Source: an optimization exercise on an open RTL-to-GDS flow (aim: a short achievable clock period and few clock cycles). Production flows keep margins and buffers that such runs may drop. Function was checked by simulation only, so behaviour that the tests miss may differ from the original. Power and IR drop assume default switching activity.

==> run a <==
## cache_bank
module cache_bank #(
    parameter int NUM_LINES = 16
) (
    input  logic                         clk,
    input  logic                         rst_n,
    input  logic                         core_req_valid,
    output logic                         core_req_ready,
    input  logic                         core_req_rw,
    input  cache_geom_pkg::line_addr_t   core_req_addr,
    input  cache_geom_pkg::word_sel_t    core_req_wsel,
    input  cache_geom_pkg::word_byteen_t core_req_byteen,
    input  cache_geom_pkg::word_t        core_req_data,
    input  cache_msg_pkg::req_tag_t      core_req_tag,
    input  cache_msg_pkg::req_sel_t      core_req_idx,
    output logic                         core_rsp_valid,
    input  logic                         core_rsp_ready,
    output cache_geom_pkg::word_t        core_rsp_data,
    output cache_msg_pkg::req_tag_t      core_rsp_tag,
    output cache_msg_pkg::req_sel_t      core_rsp_idx,
    output logic                         mem_req_valid,
    input  logic                         mem_req_ready,
    output logic                         mem_req_rw,
    output cache_geom_pkg::line_addr_t   mem_req_addr,
    output cache_geom_pkg::line_byteen_t mem_req_byteen,
    output cache_geom_pkg::line_t        mem_req_data,
    input  logic                         mem_rsp_valid,
    output logic                         mem_rsp_ready,
    input  cache_geom_pkg::line_t        mem_rsp_data
);
==> flow/config.mk <==
export PLATFORM = sky130hd
export DESIGN_NAME = cache_bank
export DESIGN_NICKNAME = cache_bank
export VERILOG_FILES = /design/flow/design.v
export SDC_FILE = /design/flow/constraint.sdc
export NUM_CORES = 4
export LEC_CHECK = 0
export ABC_CLOCK_PERIOD_IN_PS = 2000
export CAP_MARGIN = 20
export CORE_MARGIN = 2
export CORE_UTILIZATION = 50
export CTS_CLUSTER_DIAMETER = 150
export CTS_CLUSTER_SIZE = 24
export SETUP_SLACK_MARGIN = 2.6
export SLEW_MARGIN = 20
==> flow/constraint.sdc <==
create_clock -name core_clock -period 5.2 [get_ports {clk}]
set_input_delay 1.0400 -clock core_clock [delete_from_list [all_inputs] [get_ports {clk}]]
set_output_delay 1.0400 -clock core_clock [all_outputs]
set_load 0.01 [all_outputs]
run.sh (not shown) runs the stock make flow with config.mk's settings and CLKGATE_MAP_FILE= SYNTH_SCRIPT=/design/flow/synth_recipe.tcl, a recipe that flattens the netlist after the stock synthesis.
==> run b: changes against run a <==
--- a/flow/design.v
+++ b/flow/design.v
@@ -23,35 +23,33 @@
     parameter int NUM_LINES = 16
 ) (
     input  logic                       clk,
     input  logic                       rst_n,
     input  cache_geom_pkg::line_addr_t lookup_addr,
-    output logic                       hit,
-    input  logic                       alloc_en,
+    output logic [NUM_LINES-1:0]       match,           
+    input  logic [NUM_LINES-1:0]       alloc_sethot,    
     input  cache_geom_pkg::line_addr_t alloc_addr
 );
     localparam int INDEX_WIDTH = $clog2(NUM_LINES);
     localparam int TAG_WIDTH   = cache_geom_pkg::LINE_ADDR_WIDTH - INDEX_WIDTH;
     logic [NUM_LINES-1:0] valid_q;
     logic [TAG_WIDTH-1:0] tag_q [0:NUM_LINES-1];
-    logic [NUM_LINES-1:0] match;
     always_comb begin
         for (int s = 0; s < NUM_LINES; s++) begin
             match[s] = valid_q[s] && (tag_q[s] == lookup_addr[cache_geom_pkg::LINE_ADDR_WIDTH-1:INDEX_WIDTH]);
         end
     end
-    assign hit = match[lookup_addr[INDEX_WIDTH-1:0]];
     always_ff @(posedge clk or negedge rst_n) begin
         if (!rst_n) begin
             valid_q <= '0;
-        end else if (alloc_en) begin
-            valid_q[alloc_addr[INDEX_WIDTH-1:0]] <= 1'b1;
+        end else begin
+            valid_q <= valid_q | alloc_sethot;
         end
     end
     always_ff @(posedge clk) begin
         for (int s = 0; s < NUM_LINES; s++) begin
-            if (alloc_en && alloc_addr[INDEX_WIDTH-1:0] == s) begin
+            if (alloc_sethot[s]) begin
                 tag_q[s] <= alloc_addr[cache_geom_pkg::LINE_ADDR_WIDTH-1:INDEX_WIDTH];
             end
         end
     end
 endmodule
@@ -119,12 +117,12 @@
     output cache_geom_pkg::line_t       mem_req_data,
     input  logic                        mem_rsp_valid,
     output logic                        mem_rsp_ready,
     input  cache_geom_pkg::line_t       mem_rsp_data,
     output cache_geom_pkg::line_addr_t  tag_lookup_addr,
-    input  logic                        tag_hit,
-    output logic                        tag_alloc_en,
+    input  logic [NUM_LINES-1:0]        tag_match,
+    output logic [NUM_LINES-1:0]        tag_alloc_sethot,
     output cache_geom_pkg::line_addr_t  tag_alloc_addr,
     output logic [15:0]                 dat_rd_sel,
     input  logic [NUM_LINES/4*32-1:0]   dat_rd_part,
     output logic [NUM_LINES-1:0]        dat_wr_sethot,
     output cache_geom_pkg::line_byteen_t dat_wr_mask,
@@ -151,80 +149,96 @@
         cache_geom_pkg::line_byteen_t res;
         res = '0;
         res[sel*WB +: WB] = be;
         place_byteen = res;
     endfunction
-    logic                         req_rdy_q;
+    logic                         req_rdy_q;   
+    logic                         req_rdy_n;   
     logic                         a_v;
+    logic [NUM_LINES-1:0]         a_sethot;
+    cache_geom_pkg::line_byteen_t a_be16;
     logic                         a_rw;
     cache_geom_pkg::line_addr_t   a_addr;
     cache_geom_pkg::word_sel_t    a_wsel;
     cache_geom_pkg::word_byteen_t a_be;
     cache_geom_pkg::word_t        a_data;
     cache_msg_pkg::req_tag_t      a_tag;
     cache_msg_pkg::req_sel_t      a_idx;
     assign core_req_ready = req_rdy_q;
     always_ff @(posedge clk or negedge rst_n) begin
         if (!rst_n) a_v <= 1'b0;
-        else        a_v <= core_req_valid && req_rdy_q;
+        else        a_v <= core_req_valid && !req_rdy_n;
     end
     always_ff @(posedge clk) begin
         a_rw   <= core_req_rw;
         a_addr <= core_req_addr;
         a_wsel <= core_req_wsel;
         a_be   <= core_req_byteen;
         a_data <= core_req_data;
         a_tag  <= core_req_tag;
         a_idx  <= core_req_idx;
+        a_sethot <= NUM_LINES'(1) << core_req_addr[IW-1:0];
+        a_be16   <= place_byteen(core_req_byteen, core_req_wsel);
     end
     logic                         b_v;
     logic                         b_rw;
     cache_geom_pkg::line_addr_t   b_addr;
     cache_geom_pkg::word_sel_t    b_wsel;
     cache_geom_pkg::word_byteen_t b_be;
     cache_geom_pkg::word_t        b_data;
     cache_msg_pkg::req_tag_t      b_tag;
     cache_msg_pkg::req_sel_t      b_idx;
-    logic                         b_rawhit, b_fset, b_faddr;
+    logic                         b_fset;
+    logic [NUM_LINES-1:0]         b_sethot;
+    cache_geom_pkg::line_byteen_t b_be16;     
+    logic [NUM_LINES-1:0]         b_match;    
+    logic                         b_faddr;    
     logic                         c_alloc;    
-    assign tag_lookup_addr = a_addr;
+    assign tag_lookup_addr   = a_addr;
+    logic a_faddr;
+    assign a_faddr = (a_addr == b_addr);
     always_ff @(posedge clk or negedge rst_n) begin
         if (!rst_n) begin
             b_v     <= 1'b0;
             c_alloc <= 1'b0;
         end else begin
             b_v     <= a_v;
-            c_alloc <= tag_alloc_en;
+            c_alloc <= b_alloc;
         end
     end
     always_ff @(posedge clk) begin
         b_rw     <= a_rw;
         b_addr   <= a_addr;
         b_wsel   <= a_wsel;
         b_be     <= a_be;
         b_data   <= a_data;
         b_tag    <= a_tag;
         b_idx    <= a_idx;
-        b_rawhit <= tag_hit;
         b_fset   <= (a_addr[IW-1:0] == b_addr[IW-1:0]);
-        b_faddr  <= (a_addr == b_addr);
-    end
-    logic b_hit, b_pushq, b_pushm;
-    assign b_hit   = (b_fset && c_alloc) ? b_faddr : b_rawhit;
+        b_sethot <= a_sethot;
+        b_be16   <= a_rw ? a_be16 : '1;
+        b_match  <= tag_match;
+        b_faddr  <= a_faddr;
+    end
+    logic b_fwd, b_hit, b_pushq, b_pushm, b_alloc;
+    assign b_fwd   = b_fset && c_alloc;
+    assign b_hit   = b_fwd ? b_faddr : |(b_match & b_sethot);
     assign b_pushq = b_v && (!b_rw || b_hit);
     assign b_pushm = b_v && (b_rw || !b_hit);
-    assign tag_alloc_en   = b_v && !b_rw && !b_hit;
-    assign tag_alloc_addr = b_addr;
+    assign b_alloc = b_v && !b_rw && !b_hit;
+    assign tag_alloc_sethot = b_alloc ? b_sethot : '0;
+    assign tag_alloc_addr   = b_addr;
     logic                         mq_rw   [0:MD-1];
     cache_geom_pkg::line_addr_t   mq_addr [0:MD-1];
     cache_geom_pkg::line_byteen_t mq_be   [0:MD-1];
     cache_geom_pkg::word_t        mq_data [0:MD-1];
     logic [MD-1:0]                mwp;         
     logic [MD-1:0]                mh;          
     logic [MW:0]                  mcount;
     logic                         mtake;
-    assign mtake = mem_req_valid && mem_req_ready;
+    logic mreq_v_n;   
+    assign mtake = !mreq_v_n && mem_req_ready;
     logic                         mc_rw,   mn_rw;
     cache_geom_pkg::line_addr_t   mc_addr, mn_addr;
     cache_geom_pkg::line_byteen_t mc_be,   mn_be;
     cache_geom_pkg::line_t        mc_data, mn_data;
     cache_geom_pkg::word_t        mc_word, mn_word;
@@ -256,14 +270,14 @@
             mn_data[b*8 +: 8] = mn_be[b] ? mn_word[(b%WB)*8 +: 8] : 8'h00;
         end
     end
     always_ff @(posedge clk) begin
         for (int i = 0; i < MD; i++) begin
-            if (b_v && mwp[i]) begin
+            if (mwp[i]) begin
                 mq_rw[i]   <= b_rw;
                 mq_addr[i] <= b_addr;
-                mq_be[i]   <= b_rw ? place_byteen(b_be, b_wsel) : '1;
+                mq_be[i]   <= b_be16;
                 mq_data[i] <= b_data;
             end
         end
         mem_req_rw     <= mtake ? mn_rw   : mc_rw;
         mem_req_addr   <= mtake ? mn_addr : mc_addr;
@@ -274,15 +288,17 @@
         if (!rst_n) begin
             mwp           <= MD'(1);
             mh            <= MD'(1);
             mcount        <= '0;
             mem_req_valid <= 1'b0;
+            mreq_v_n      <= 1'b1;
         end else begin
             if (b_pushm) mwp <= {mwp[MD-2:0], mwp[MD-1]};
             if (mtake) mh <= {mh[MD-2:0], mh[MD-1]};
             mcount        <= mcount + b_pushm - mtake;
             mem_req_valid <= mtake ? (mcount > 1) : (mcount != 0);
+            mreq_v_n      <= mtake ? (mcount < 2) : (mcount == 0);
         end
     end
     logic                         cq_rd   [0:QD-1];
     logic                         cq_miss [0:QD-1];
     set_t                         cq_set  [0:QD-1];
@@ -294,11 +310,11 @@
     logic [QD-1:0]                qwp;         
     logic [QW:0]                  qrp;
     logic [QW:0]                  qcount;
     always_ff @(posedge clk) begin
         for (int i = 0; i < QD; i++) begin
-            if (b_v && qwp[i]) begin
+            if (qwp[i]) begin
                 cq_rd[i]   <= !b_rw;
                 cq_miss[i] <= !b_hit;
                 cq_set[i]  <= b_addr[IW-1:0];
                 cq_wsel[i] <= b_wsel;
                 cq_be[i]   <= b_be;
@@ -306,32 +322,34 @@
                 cq_tag[i]  <= b_tag;
                 cq_idx[i]  <= b_idx;
             end
         end
     end
-    logic                  rsp_rdy_q;
+    logic                  rsp_rdy_q;   
+    logic                  rsp_rdy_n;   
     cache_geom_pkg::line_t fq_line [0:FD-1];
     logic [FD-1:0]         fwp;         
     logic [FW:0]           frp;
     logic [FW:0]           fcount;
     logic                  fpush, fpop;
     assign mem_rsp_ready = rsp_rdy_q;
-    assign fpush  = mem_rsp_valid && rsp_rdy_q;
+    assign fpush  = mem_rsp_valid && !rsp_rdy_n;
     always_ff @(posedge clk) begin
         for (int i = 0; i < FD; i++) begin
-            if (fpush && fwp[i]) fq_line[i] <= mem_rsp_data;
+            if (fwp[i]) fq_line[i] <= mem_rsp_data;
         end
     end
     cache_geom_pkg::word_t   rq_data [0:RD-1];
     cache_msg_pkg::req_tag_t rq_tag  [0:RD-1];
     cache_msg_pkg::req_sel_t rq_idx  [0:RD-1];
     logic [RD-1:0]           rwp;         
     logic [RW-1:0]           rh, rh1;     
     logic [RW:0]             rcount;
     logic                    rtake, rpush;
     cache_geom_pkg::word_t   k2_word;
-    assign rtake   = core_rsp_valid && core_rsp_ready;
+    logic crsp_v_n;   
+    assign rtake   = !crsp_v_n && core_rsp_ready;
     logic                         k1_v;
     logic                         k1_rd, k1_miss;
     set_t                         k1_set;
     cache_geom_pkg::word_sel_t    k1_wsel;
     cache_geom_pkg::word_byteen_t k1_be;
@@ -456,51 +474,55 @@
             rh1            <= RW'(1);
             rcount         <= '0;
             r_lt_m1        <= 1'b1;
             r_lt           <= 1'b1;
             core_rsp_valid <= 1'b0;
+            crsp_v_n       <= 1'b1;
         end else begin
             if (rpush) rwp <= {rwp[RD-2:0], rwp[RD-1]};
             if (rtake) begin
                 rh  <= rh1;
                 rh1 <= rh1 + 1'b1;
             end
             rcount         <= rcount_next;
             r_lt_m1        <= rcount_next < RD - 1;
             r_lt           <= rcount_next < RD;
             core_rsp_valid <= rtake ? (rcount > 1) : (rcount != 0);
+            crsp_v_n       <= rtake ? (rcount < 2) : (rcount == 0);
         end
     end
     logic [QW+1:0] q_need;
     logic [MW+1:0] m_need;
     logic [FW+1:0] f_need;
-    assign q_need = qcount + a_v + b_v + req_rdy_q;
-    assign m_need = mcount + a_v + b_v + req_rdy_q;
-    assign f_need = fcount + rsp_rdy_q;
+    assign q_need = qcount + a_v + b_v + !req_rdy_n;
+    assign m_need = mcount + a_v + b_v + !req_rdy_n;
+    assign f_need = fcount + !rsp_rdy_n;
     always_ff @(posedge clk or negedge rst_n) begin
         if (!rst_n) begin
             qwp       <= QD'(1);
             qcount    <= '0;
             q_ne      <= 1'b0;
             fwp       <= FD'(1);
             frp       <= '0;
             fcount    <= '0;
             f_ne      <= 1'b0;
-            req_rdy_q <= 1'b0;
-            rsp_rdy_q <= 1'b0;
         end else begin
             if (b_pushq) qwp <= {qwp[QD-2:0], qwp[QD-1]};
             if (fpush) fwp <= {fwp[FD-2:0], fwp[FD-1]};
             if (fpop) frp <= frp + 1'b1;
             qcount <= qcount_next;
             q_ne   <= b_pushq || (qcount > 1) || (q_ne && !ld1);
             fcount <= fcount_next;
             f_ne   <= fpush || (fcount > 1) || (f_ne && !fpop);
-            req_rdy_q <= (q_need < QD) && (m_need < MD);
-            rsp_rdy_q <= (f_need < FD);
         end
     end
+    always_ff @(posedge clk) begin
+        req_rdy_q <= (q_need < QD - 1) && (m_need < MD - 1);
+        req_rdy_n <= !((q_need < QD - 1) && (m_need < MD - 1));
+        rsp_rdy_q <= (f_need < FD - 1);
+        rsp_rdy_n <= !(f_need < FD - 1);
+    end
 endmodule
 module cache_bank #(
     parameter int NUM_LINES = 16
 ) (
     input  logic                         clk,
@@ -528,12 +550,12 @@
     input  logic                         mem_rsp_valid,
     output logic                         mem_rsp_ready,
     input  cache_geom_pkg::line_t        mem_rsp_data
 );
     cache_geom_pkg::line_addr_t   tag_lookup_addr;
-    logic                         tag_hit;
-    logic                         tag_alloc_en;
+    logic [NUM_LINES-1:0]         tag_match;
+    logic [NUM_LINES-1:0]         tag_alloc_sethot;
     cache_geom_pkg::line_addr_t   tag_alloc_addr;
     logic [15:0]                  dat_rd_sel;
     logic [NUM_LINES/4*32-1:0]    dat_rd_part;
     logic [NUM_LINES-1:0]         dat_wr_sethot;
     cache_geom_pkg::line_byteen_t dat_wr_mask;
@@ -565,12 +587,12 @@
         .mem_req_data    (mem_req_data),
         .mem_rsp_valid   (mem_rsp_valid),
         .mem_rsp_ready   (mem_rsp_ready),
         .mem_rsp_data    (mem_rsp_data),
         .tag_lookup_addr (tag_lookup_addr),
-        .tag_hit         (tag_hit),
-        .tag_alloc_en    (tag_alloc_en),
+        .tag_match       (tag_match),
+        .tag_alloc_sethot (tag_alloc_sethot),
         .tag_alloc_addr  (tag_alloc_addr),
         .dat_rd_sel      (dat_rd_sel),
         .dat_rd_part     (dat_rd_part),
         .dat_wr_sethot   (dat_wr_sethot),
         .dat_wr_mask     (dat_wr_mask),
@@ -580,12 +602,12 @@
         .NUM_LINES (NUM_LINES)
     ) tag_store_i (
         .clk         (clk),
         .rst_n       (rst_n),
         .lookup_addr (tag_lookup_addr),
-        .hit         (tag_hit),
-        .alloc_en    (tag_alloc_en),
+        .match       (tag_match),
+        .alloc_sethot (tag_alloc_sethot),
         .alloc_addr  (tag_alloc_addr)
     );
     cache_data_store #(
         .NUM_LINES (NUM_LINES)
     ) data_store_i (
==> comparison table <==
	run b	run a
Biggest fanout along the worst timing path	4	2
Signal inverters	69	74
Total inserted antenna cells	67	84
Clock buffers created by TritonCTS	231	229
Run status	no timing/DRC/antenna violations	no timing/DRC/antenna violations
Net count, final	11000	10900
Fill cells	28000	27500
Multiplexer share of the synthesized area	1.97%	1.83%
Required time of the critical path	6.07 ns	4.16 ns
Area of the multi-input gates	35500 um2	35500 um2
Clk_buf instances	426	419
Area overhead of the layout relative to synthesis	10.1%	10.1%
RD Place Congestion	0.858	0.859
Power Total	109000 uW	107000 uW
Combinational cell fraction of total power	31.1%	29.7%
LEAKAGE	0.0646 uW	0.0636 uW
Total met3 wirelength after detailed routing	65.1 mm	62.2 mm
Post-synthesis adder-cell area fraction	0.447%	0.416%
Testbench counts of run a, summed over its fixed seeds: cycles 24,129.
Testbench counts of run b, summed over its fixed seeds: cycles 24,178.

[static timing again, ports no longer ideal]
How much do the figures lean on ideal ports? The routed layouts below were timed once more, with nothing changed but the port constraints. Step 1 assumes that a clkbuf_16 drives the clock port and a buf_2 every other input. Step 2 adds t to the input delays and takes it off the output delays; t is the mean of the earliest and latest rising clock arrival at the registers after step 1. Input paths then give back, and output paths get back, about the clock's delay inside the block. Three values: ideal ports, drivers, drivers and shift; two values: the first two.
run | shift t [ns] | setup slack, ns | worst hold slack (ns) | slew at the worst register clock pin (ns) | worst slew at a driven data input, ns | pins driven straight from the clock port
run a | 1.062 | 2.552 / 2.443 / 1.870 | 0.056 / -0.008 / 0.328 | 0.10 / 0.10 | 0.23 | 1
run b | 1.108 | 2.162 / 2.162 / 1.888 | 0.057 / -0.023 / 0.328 | 0.11 / 0.11 | 0.31 | 1
After both steps setup and hold are still met in every run listed. For run a, which loses most, drivers alone change the setup slack by -0.109 ns; drivers and shift together by -0.682 ns.
